This is an optimization exercise on Yosys and OpenROAD, whose aim is small area, a short achievable clock period and few clock cycles, not a production implementation.
No functional check of the RTL was part of this run.
No activity file was given, so power comes from the tool's default toggle rates.

<file path="flow/config.mk">
export PLATFORM = sky130hd
export DESIGN_NAME = jpeg_huffman_decoder_core
export DESIGN_NICKNAME = jpeg_huffman_decoder_core
export VERILOG_FILES = /design/flow/design.v
export SDC_FILE = /design/flow/constraint.sdc
export NUM_CORES = 4
export LEC_CHECK = 0
export CAP_MARGIN = 30
export CORE_MARGIN = 2
export CORE_UTILIZATION = 68
export CTS_CLUSTER_DIAMETER = 70
export CTS_CLUSTER_SIZE = 24
export PLACE_DENSITY = 0.85
export SETUP_SLACK_MARGIN = 4.1
export SLEW_MARGIN = 40
</file>
<file path="flow/constraint.sdc">
create_clock -name core_clock -period 7.0 [get_ports {clk}]
set_input_delay 1.4000 -clock core_clock [delete_from_list [all_inputs] [get_ports {clk}]]
set_output_delay 1.4000 -clock core_clock [all_outputs]
set_load 0.01 [all_outputs]
</file>
<file path="flow/design.v">
package jhd_pkg;
  localparam int NUM_LENGTHS = 16;
  localparam int MAX_SYMBOLS = 256;
  localparam int NRING = 8;
  localparam int RLEN  = 32;
  localparam logic [1:0] OP_CLEAR = 2'd0;
  localparam logic [1:0] OP_BYTE  = 2'd1;
  localparam logic [1:0] OP_BIT   = 2'd2;
  localparam logic [2:0] ST_SYMBOL     = 3'd0;
  localparam logic [2:0] ST_TABLE_DONE = 3'd1;
  localparam logic [2:0] ST_BAD_CODE   = 3'd2;
  localparam logic [2:0] ST_OVERFLOW   = 3'd3;
  localparam logic [2:0] ST_NOT_LOADED = 3'd4;
endpackage
module jhd_front (
  input  logic        clk,
  input  logic        rst_n,
  input  logic        in_valid,
  output logic        in_stall,
  input  logic [10:0] in_data,
  output logic        h_valid,
  output logic [10:0] h_cmd,
  input  logic        h_pop
);
  logic       hv_r, sv_r;
  logic [10:0] h_r, s_r;
  logic [10:0] cmd;
  logic       push;
  logic       h_free;
  always_comb begin
    cmd[10]  = (in_data[10:9] == jhd_pkg::OP_BIT);
    cmd[9]   = (in_data[10:9] == jhd_pkg::OP_BYTE);
    cmd[8]   = (in_data[10:9] == jhd_pkg::OP_CLEAR);
    cmd[7:0] = cmd[10] ? {7'd0, in_data[0]} : in_data[8:1];
  end
  assign in_stall = sv_r;
  assign push     = in_valid && !sv_r && (in_data[10:9] != 2'd3);
  assign h_free   = !hv_r || h_pop;
  assign h_valid  = hv_r;
  assign h_cmd    = h_r;
  always_ff @(posedge clk) begin
    if (!rst_n) begin
      hv_r <= 1'b0;
      sv_r <= 1'b0;
    end else begin
      if (h_free) begin
        hv_r <= sv_r || push;
        sv_r <= 1'b0;
      end else if (push) begin
        sv_r <= 1'b1;
      end
    end
  end
  always_ff @(posedge clk) begin
    if (h_free) begin
      h_r <= sv_r ? s_r : cmd;
    end
    if (!sv_r) begin
      s_r <= cmd;
    end
  end
endmodule
module jhd_back (
  input  logic        clk,
  input  logic        rst_n,
  input  logic        h_valid,
  input  logic [10:0] h_cmd,
  output logic        h_pop,
  output logic        out_valid,
  input  logic        out_stall,
  output logic [24:0] out_data
);
  localparam int NR = jhd_pkg::NRING;
  localparam int RL = jhd_pkg::RLEN;
  function automatic logic gt9(input logic [8:0] a, input logic [8:0] b);
    logic [8:0] g, l;
    logic [2:0] gg, ge;
    g = a & ~b;
    l = ~a & b;
    for (int i = 0; i < 3; i++) begin
      gg[i] = g[3*i+2] | (~l[3*i+2] & g[3*i+1]) | (~l[3*i+2] & ~l[3*i+1] & g[3*i]);
      ge[i] = ~(g[3*i+2] | l[3*i+2]) & ~(g[3*i+1] | l[3*i+1]) & ~(g[3*i] | l[3*i]);
    end
    gt9 = gg[2] | (ge[2] & gg[1]) | (ge[2] & ge[1] & gg[0]);
  endfunction
  logic        lcnt_r, lsym_r, ready_r;    
  logic [7:0]  idx_r;                      
  logic [9:0]  room_r;                     
  logic [8:0]  tl_r;                       
  logic        tlbig_r;                    
  logic        over_r;
  logic [4:0]  rot_r;                      
  logic [3:0]  crot_r;                     
  logic [15:0] nx_r;                       
  logic [8:0]  x_r;                        
  logic [8:0]  offs_r;                     
  logic [3:0]  len_r;
  logic [7:0]  ccur_r;                     
  logic [7:0]  c0_r;                       
  logic          wc;
  logic [NR-1:0] ws;
  logic [7:0]    d;                        
  logic          av_r, bv_r, ov_r;
  logic [2:0]    ast_r, bst_r, ost_r;
  logic [8:0]    aval_r, bval_r;
  logic          asym_r, bsym_r;
  logic [7:0]    as0_r;                    
  logic          ab_r;                     
  logic [RL-1:0] bj_r;                     
  logic [NR-1:0] bring_r;                  
  logic [7:0]    osym_r;
  logic [4:0]    olen_r;
  logic [8:0]    obytes_r;
  logic [NR-1:0][7:0] cand;
  logic [7:0]         sym;
  logic [16*8-1:0]    crg;
  logic [7:0]         cnx;
  always_comb begin
    sym = '0;
    for (int r = 0; r < NR; r++) sym = sym | (cand[r] & {8{bring_r[r]}});
  end
  for (genvar r = 0; r < NR; r++) begin : g_ring
    logic [RL*8-1:0] rg;
    always_ff @(posedge clk) begin
      rg <= {rg[RL*8-9:0], ws[r] ? d : rg[RL*8-1 -: 8]};
    end
    for (genvar b = 0; b < 8; b++) begin : g_bit
      logic [RL-1:0] col;
      for (genvar j = 0; j < RL; j++) begin : g_e
        assign col[j] = rg[j*8+b];
      end
      assign cand[r][b] = |(col & bj_r);
    end
  end
  always_ff @(posedge clk) begin
    crg <= {crg[16*8-9:0], wc ? d : crg[16*8-1 -: 8]};
  end
  for (genvar b = 0; b < 8; b++) begin : g_cbit
    logic [15:0] col;
    for (genvar j = 0; j < 16; j++) begin : g_e
      assign col[j] = crg[j*8+b];
    end
    assign cnx[b] = |(col & nx_r);
  end
  logic        k_clear, k_byte, k_bit;
  logic        b;
  logic        advance;
  logic        go;
  logic        fire;
  logic        is_cnt, is_sym;
  logic [8:0]  rem;
  logic [8:0]  tl_sub;
  logic        over_now;
  logic        big_now;
  logic        zero_now;
  logic        hit0, hit1, hit;
  logic [9:0]  sub0, sub1;
  logic [8:0]  xd;
  assign k_bit   = h_cmd[10];
  assign k_byte  = h_cmd[9];
  assign k_clear = h_cmd[8];
  assign d       = h_cmd[7:0];
  assign b       = h_cmd[0];
  assign advance = !(ov_r && out_stall);
  always_comb begin
    is_cnt = k_byte && lcnt_r;
    is_sym = k_byte && lsym_r;
    go = 1'b1;
    if (is_cnt) go = (idx_r[3:0] == 4'd0) || (crot_r == idx_r[3:0]);
    if (is_sym) go = (idx_r == 8'd0) || (rot_r == idx_r[4:0]);
  end
  assign fire  = h_valid && advance && go;
  assign h_pop = fire;
  always_comb begin
    wc = fire && is_cnt;
    ws = '0;
    if (fire && is_sym) ws[idx_r[7:5]] = 1'b1;
  end
  always_comb begin
    rem      = room_r[8:0] - {1'b0, d};
    over_now = over_r || (!room_r[9] && gt9({1'b0, d}, room_r[8:0]));
    tl_sub   = tl_r - {1'b0, d};
    big_now  = tlbig_r || gt9({1'b0, d}, tl_r);
    zero_now = !tlbig_r && (tl_r == 9'(jhd_pkg::MAX_SYMBOLS)) && (d == 8'd0);
    hit0     = gt9({1'b0, ccur_r}, {x_r[7:0], 1'b0});
    hit1     = gt9({1'b0, ccur_r}, {x_r[7:0], 1'b1});
    hit      = !x_r[8] && (b ? hit1 : hit0);
    sub0     = {1'b0, x_r[7:0], 1'b0} - {2'd0, ccur_r};
    sub1     = {1'b0, x_r[7:0], 1'b1} - {2'd0, ccur_r};
    xd       = b ? sub1[8:0] : sub0[8:0];
  end
  logic        res_v;
  logic [2:0]  res_st;
  logic [8:0]  res_val;
  logic        res_sym;
  logic        dec_reset, dec_inc, cnt0;
  always_comb begin
    res_v     = 1'b0;
    res_st    = jhd_pkg::ST_NOT_LOADED;
    res_val   = 9'd0;
    res_sym   = 1'b0;
    dec_reset = 1'b0;
    dec_inc   = 1'b0;
    cnt0      = 1'b0;
    if (fire) begin
      if (k_clear) dec_reset = 1'b1;
      if (is_cnt) begin
        cnt0 = (idx_r[3:0] == 4'd0);
        if (idx_r[3:0] == 4'd15) begin
          if (over_now || big_now) begin
            res_v   = 1'b1;
            res_st  = jhd_pkg::ST_OVERFLOW;
            res_val = 9'd16;
          end else if (zero_now) begin
            res_v   = 1'b1;
            res_st  = jhd_pkg::ST_TABLE_DONE;
            res_val = 9'd16;
          end
        end
      end
      if (is_sym) begin
        if (tl_r == 9'd1) begin
          res_v   = 1'b1;
          res_st  = jhd_pkg::ST_TABLE_DONE;
          res_val = {1'b0, idx_r} + 9'd17;
        end
      end
      if (k_bit) begin
        res_v = 1'b1;
        if (!ready_r) begin
          res_st = jhd_pkg::ST_NOT_LOADED;
        end else if (hit) begin
          res_st    = jhd_pkg::ST_SYMBOL;
          res_val   = {5'd0, len_r} + 9'd1;
          res_sym   = 1'b1;
          dec_reset = 1'b1;
        end else if (len_r == 4'd15) begin
          res_st    = jhd_pkg::ST_BAD_CODE;
          res_val   = 9'd16;
          dec_reset = 1'b1;
        end else begin
          res_v   = 1'b0;
          dec_inc = 1'b1;
        end
      end
    end
  end
  always_ff @(posedge clk) begin
    if (!rst_n) begin
      lcnt_r   <= 1'b1;
      lsym_r   <= 1'b0;
      ready_r  <= 1'b0;
      idx_r    <= 8'd0;
      room_r   <= 10'd2;
      tl_r     <= 9'(jhd_pkg::MAX_SYMBOLS);
      tlbig_r  <= 1'b0;
      over_r   <= 1'b0;
      x_r      <= 9'd0;
      offs_r   <= 9'd0;
      len_r    <= 4'd0;
    end else begin
      if (fire && k_clear) begin
        lcnt_r   <= 1'b1;
        lsym_r   <= 1'b0;
        ready_r  <= 1'b0;
        idx_r    <= 8'd0;
        room_r   <= 10'd2;
        tl_r     <= 9'(jhd_pkg::MAX_SYMBOLS);
        tlbig_r  <= 1'b0;
        over_r   <= 1'b0;
      end
      if (fire && is_cnt) begin
        if (!room_r[9]) room_r <= {rem, 1'b0};
        tl_r    <= tl_sub;
        tlbig_r <= big_now;
        over_r  <= over_now;
        idx_r   <= {4'd0, idx_r[3:0] + 4'd1};
        if (idx_r[3:0] == 4'd15) begin
          lcnt_r <= 1'b0;
          tl_r   <= 9'(jhd_pkg::MAX_SYMBOLS) - tl_sub;
          if (!over_now && !big_now) begin
            if (zero_now) ready_r <= 1'b1;
            else          lsym_r  <= 1'b1;
          end
        end
      end
      if (fire && is_sym) begin
        idx_r <= idx_r + 8'd1;
        tl_r  <= tl_r - 9'd1;
        if (tl_r == 9'd1) begin
          lsym_r  <= 1'b0;
          ready_r <= 1'b1;
        end
      end
      if (dec_reset) begin
        x_r    <= 9'd0;
        offs_r <= 9'd0;
        len_r  <= 4'd0;
      end else if (dec_inc) begin
        x_r    <= {x_r[8] | xd[8], xd[7:0]};
        offs_r <= offs_r + {1'b0, ccur_r};
        len_r  <= len_r + 4'd1;
      end
    end
  end
  logic [3:0]  nx_rst;
  logic [15:0] nx_rst_oh;
  always_comb begin
    nx_rst = crot_r - 4'd1;
    nx_rst_oh = '0;
    nx_rst_oh[nx_rst] = 1'b1;
  end
  always_ff @(posedge clk) begin
    crot_r  <= crot_r + 4'd1;
    rot_r   <= rot_r + 5'd1;
    if (fire && is_sym && idx_r == 8'd0) rot_r <= 5'd1;
    if (cnt0) begin
      crot_r <= 4'd1;
      nx_r   <= 16'h8000;
      c0_r   <= d;
      ccur_r <= d;
    end else if (dec_reset) begin
      nx_r   <= nx_rst_oh;
      ccur_r <= c0_r;
    end else if (dec_inc) begin
      ccur_r <= cnx;
    end else begin
      nx_r   <= {nx_r[14:0], nx_r[15]};
    end
  end
  logic [4:0]    q;
  logic [7:0]    s1;
  logic [RL-1:0] q_oh, j_oh;
  logic [NR-1:0] r0_oh, r1_oh;
  always_comb begin
    q            = rot_r - as0_r[4:0];
    q_oh         = '0;
    q_oh[q]      = 1'b1;
    j_oh         = ab_r ? {q_oh[0], q_oh[RL-1:1]} : q_oh;
    s1           = as0_r + 8'd1;
    r0_oh        = '0;
    r0_oh[as0_r[7:5]] = 1'b1;
    r1_oh        = '0;
    r1_oh[s1[7:5]] = 1'b1;
  end
  always_ff @(posedge clk) begin
    if (!rst_n) begin
      av_r <= 1'b0;
      bv_r <= 1'b0;
      ov_r <= 1'b0;
    end else if (advance) begin
      av_r <= res_v;
      bv_r <= av_r;
      ov_r <= bv_r;
    end
  end
  always_ff @(posedge clk) begin
    if (advance) begin
      ast_r    <= res_st;
      aval_r   <= res_val;
      asym_r   <= res_sym;
      as0_r    <= offs_r[7:0] + {x_r[6:0], 1'b0};
      ab_r     <= b;
      bst_r    <= ast_r;
      bval_r   <= aval_r;
      bsym_r   <= asym_r;
      bj_r     <= j_oh;
      bring_r  <= ab_r ? r1_oh : r0_oh;
      ost_r    <= bst_r;
      osym_r   <= bsym_r ? sym : 8'd0;
      olen_r   <= (bst_r == jhd_pkg::ST_SYMBOL || bst_r == jhd_pkg::ST_BAD_CODE) ? bval_r[4:0] : 5'd0;
      obytes_r <= (bst_r == jhd_pkg::ST_TABLE_DONE || bst_r == jhd_pkg::ST_OVERFLOW) ? bval_r : 9'd0;
    end else begin
      bj_r     <= {bj_r[RL-2:0], bj_r[RL-1]};
    end
  end
  assign out_valid = ov_r;
  assign out_data  = {ost_r, osym_r, olen_r, obytes_r};
endmodule
module jpeg_huffman_decoder_core (
  input  logic          clk,
  input  logic          rst_n,
  input  logic          in_valid,
  output logic          in_stall,
  input  logic [10:0]   in_data,
  output logic          out_valid,
  input  logic          out_stall,
  output logic [24:0]   out_data
);
  logic       h_valid;
  logic [10:0] h_cmd;
  logic       h_pop;
  jhd_front u_front (
    .clk      (clk),
    .rst_n    (rst_n),
    .in_valid (in_valid),
    .in_stall (in_stall),
    .in_data  (in_data),
    .h_valid  (h_valid),
    .h_cmd    (h_cmd),
    .h_pop    (h_pop)
  );
  jhd_back u_back (
    .clk       (clk),
    .rst_n     (rst_n),
    .h_valid   (h_valid),
    .h_cmd     (h_cmd),
    .h_pop     (h_pop),
    .out_valid (out_valid),
    .out_stall (out_stall),
    .out_data  (out_data)
  );
endmodule
</file>
<file path="flow/run.sh">
#!/bin/bash
# synth_recipe.tcl (not shown) runs the flow's synth.tcl, then flattens the netlist and writes it again
# the make line also repeats each setting of config.mk as NAME=value (left out here)
make -C /OpenROAD-flow-scripts/flow DESIGN_CONFIG=/design/flow/config.mk WORK_HOME=/design/flow/orfs CLKGATE_MAP_FILE= SYNTH_SCRIPT=/design/flow/synth_recipe.tcl finish
</file>
==> flow_metrics.tcl <==
set metrics [dict create \
    outcome "no timing/DRC/antenna violations" \
    swShare_pct 23.0 \
    final_design_area_no_fill_sq_um 74500 \
    area_growth_syn_to_layout_pct 9.50 \
    synth_edf_count 95 \
    whs_ns 0.305 \
    critical_path.max_stage_delay_ns 0.62 \
    ff2ff_path_depth 7 \
    ys_ff_latch 2397 \
    cpMaxStageDelayCell "o41ai_2" \
    io_pins 42 \
    initial_core_util_pct 68.3 \
    relSlewSlack_pct 35.1 \
    cts_buffer_depth 3 \
    grt_pass1_vias 46068 \
    numPortBuffers 41 \
    yosysTopAreaCellShare_pct 67.8 \
    period_share_pct 43.5 \
    worstPathRequired_ns 7.49 \
    synthTopCellsByCount "2302 x dfxtp_1, 770 x a22oi_1, 215 x clkbuf_1" \
    place_ws_ns 2.36 \
    path_delay_family "compound AO/OA/AOI/OAI gates" \
    crit_chain "buf_6 -> a22o_1 -> a221oi_1 -> nand3_1 -> o41ai_2 -> nand4_1 -> o21a_1" \
    clock_latency_ns 0.78 \
    p_leak_nw 28.1 \
    dp_cells 6317 \
    syn_nets 5326 \
    async_flop_share_pct 0 \
    clkTransAtPathRegs_ns 0.10 \
    grt_usage_pct 37.5 \
    syn_avg_cell_area_sq_um 13.0 \
    route.detailed.drc 0 \
    yosysMostFrequentCell "dfxtp_1" \
    power_frac_clock_pct 32.3 \
    ys_top_cells_by_area "dfxtp_1 68%, a22oi_1 8.5%, edfxtp_1 4.2%" \
    drive_gt1_share_pct 8.88 \
    skew_ns 0.0678 \
    final_cells 6528 \
    cp-start-kind "flop" \
    worst_pin_slew_ns 0.973 \
    synth_area_sq_um 68000 \
    cp_max_fo 35 \
    h-tree-depth 3 \
    crit_path_end "u_back.osym_r[6]" \
    die_width_um 320 \
    cp-end-kind "flop" \
    clock-sinks 2397 \
    die_h_um 320 \
    r2r-start "u_back.bj_r[12]" \
    r2r_end "u_back.osym_r[6]" \
    ir_drop_uv 282 \
    setup_ws_ns 3.95 \
    path_class "reg -> reg" \
    grt_max_degree 46 \
    finalMaxSlewViolations 0 \
    cts_buffers 113 \
    fin_crit_ns 3.05 \
    dp_hpwl_mm 111 \
    cts_tree "done" \
    grt-ovfl-total 0 \
    hold_viol 0 \
    setup_violations 0 \
    maxCapViolations 0 \
    power_switching_mw 5.16 \
    arrival_ns 3.54 \
    layout.nets 5301 \
    synth_largest_area_cell "dfxtp_1" \
    dr.pass1.iters 7 \
    power_frac_seq_pct 63.3 \
    cp.depth 7 \
    rows 116 \
    viasPerCell 7.07 \
    coreArea_sq_um 99600 \
    startpoint "u_back.bj_r[12]" \
    clockRootBuffer "clkbuf_16" \
    path_buf_inv 1 \
    netlist_instances 5220 \
    p_comb_share_pct 4.4 \
    seq_area_frac_synth_pct 71.9 \
    drtAntennaViolNets 0 \
    fmax_ghz 0.328 \
    drt-initial-drc-count 7027 \
    antenna_found_initial 4 \
    drt-total-wl_mm 200 \
    r2r_slack_ns 3.95 \
    gp_congestion 0.902 \
    dpl-instance-area_sq_um 69800 \
    synth_ff_type "dfxtp_1" \
    fin_setup_tns_ns 0 \
    wl_per_cell_um 30.6 \
    grt_pass1_wl_mm 289 \
    powerDensity_nw_per_um2 301 \
    ys_warn_count 2 \
    ys_types 76 \
    vias 46168 \
    hold_path.class "reg -> reg" \
    die_area_sq_um 103000 \
    p_int_mw 17.3 \
    rsz0062_at_grt "true" \
]
==> per-stage QoR <==
step	util (%)	total power, mW
after detailed placement	70.1	15.4
after CTS	74.0	22.3
after global placement	70.0	15.3
after floorplan	-	15.0
after global routing	74.8	22.9
final	74.8	22.4
==> cells in the final DEF (no fill, tap or decap), types with 73 or more instances in the layout <==
cell type and count:
dfxtp_1 2265, a22oi_1 770, nand3_1 166, a221oi_1 161
a22o_1 160, nand4_1 157, nand2_1 152, clkbuf_16 118
o21ai_0 96, edfxtp_1 95, nor2_1 86, ha_1 79
inv_1 78, buf_4 73
==> cells by family after synthesis <==
| logic type | synth area share [%] |
|---|---|
| buffers and inverters | 2.22 |
| adder cells (fa/ha/maj) | 1.75 |
| AND/OR/NAND/NOR | 5.52 |
| XOR/XNOR | 1.04 |
| flip-flops | 71.9 |
| multiplexers | 1.20 |
| AO/OA/AOI/OAI | 16.3 |
==> layer usage <==
layer | routed length, um | track usage, % | part of all wire [%]
met5 | 51 | 0 | 0.025
met4 | 12400 | 20.9 | 6.2
met3 | 24600 | 9.36 | 12
met2 | 88700 | 57.6 | 44
met1 | 74400 | 48.9 | 37
==> flip-flops by register name, summed over array words and instances (netlist names), 4 cells and up <==
register and count:
u_back.aval_r 9, u_back.len_r 4, u_front.h_r 11, u_back.osym_r 8, u_back.g_ring.rg 2048, u_back.x_r 9
u_back.olen_r 5, u_back.idx_r 8, u_back.ccur_r 8, u_back.obytes_r 9, u_back.rot_r 5, u_back.bval_r 9
u_back.bj_r 32, u_back.room_r 10, u_back.nx_r 16, u_back.crot_r 4, u_back.c0_r 8, u_back.bring_r 8
u_back.tl_r 9, u_back.crg 128, u_back.offs_r 8, u_front.s_r 11, u_back.as0_r 8
==> power by group through the flow <==
stage | sequential [mW] | clock (mW) | combinational [mW]
after detailed placement | 14.5 | 0 | 0.870
after global routing | 14.2 | 7.70 | 1.05
after floorplan | 14.3 | 0 | 0.729
after CTS | 14.2 | 7.17 | 0.919
final | 14.2 | 7.25 | 0.993
after global placement | 14.5 | 0 | 0.847
==> worst min-delay path by stage <==
stage                              from  cells after the start                       end
2_1_floorplan  u_back.g_ring[0].rg[158]                      0  u_back.g_ring[0].rg[166]
3_3_place_gp   u_back.g_ring[7].rg[209]                      0  u_back.g_ring[7].rg[217]
3_5_place_dp    u_back.g_ring[2].rg[71]                      0   u_back.g_ring[2].rg[79]
4_1_cts        u_back.g_ring[4].rg[218]                      0  u_back.g_ring[4].rg[226]
5_1_grt         u_back.g_ring[0].rg[24]                      0   u_back.g_ring[0].rg[32]
6_report       u_back.g_ring[2].rg[168]                      0  u_back.g_ring[2].rg[176]
==> layout make-up <==
class | count | area [sq um]
Antenna cell | 3 | 7.51
Clock buffer | 129 | 2920
Clock inverter | 18 | 270
Fill cell | 5700 | 25100
Inverter | 89 | 380
Multi-Input combinational cell | 2431 | 18600
Sequential cell | 2397 | 49100
Tap cell | 1298 | 1620
Timing Repair Buffer | 161 | 1610
Timing Repair inverter | 2 | 17.5
==> timing repair <==
item,4_1_cts,5_1_grt
pin swaps,8,15
hold buffers,0,0
cloned,4,4
setup buffers,25,23
setup endpoints to repair,230,100
gates resized for setup,144,77

==> re-timing with driven ports <==
The flow's constraints put no driver on any port. The routed layout listed below was extracted and timed again, unchanged, in two steps.
Step 1: set_driving_cell puts a clkbuf_16 on clk and a buf_2 on each other input, an assumption about the parent block.
Step 2 adds t to the input delays and takes it off the output delays; t is the mean of the earliest and latest rising clock arrival at the registers after step 1. Input paths then give back, and output paths get back, about the clock's delay inside the block.
Three values: ideal, step 1, step 2; two values: the first two.
t, ns: 0.820
slack for setup (ns): 3.955 / 3.955 / 3.378
worst slew at a driven data input, ns: 0.04
After both steps this run still meets setup and hold. For this run, drivers alone change the setup slack by 0.000 ns; drivers and shift together by -0.577 ns.
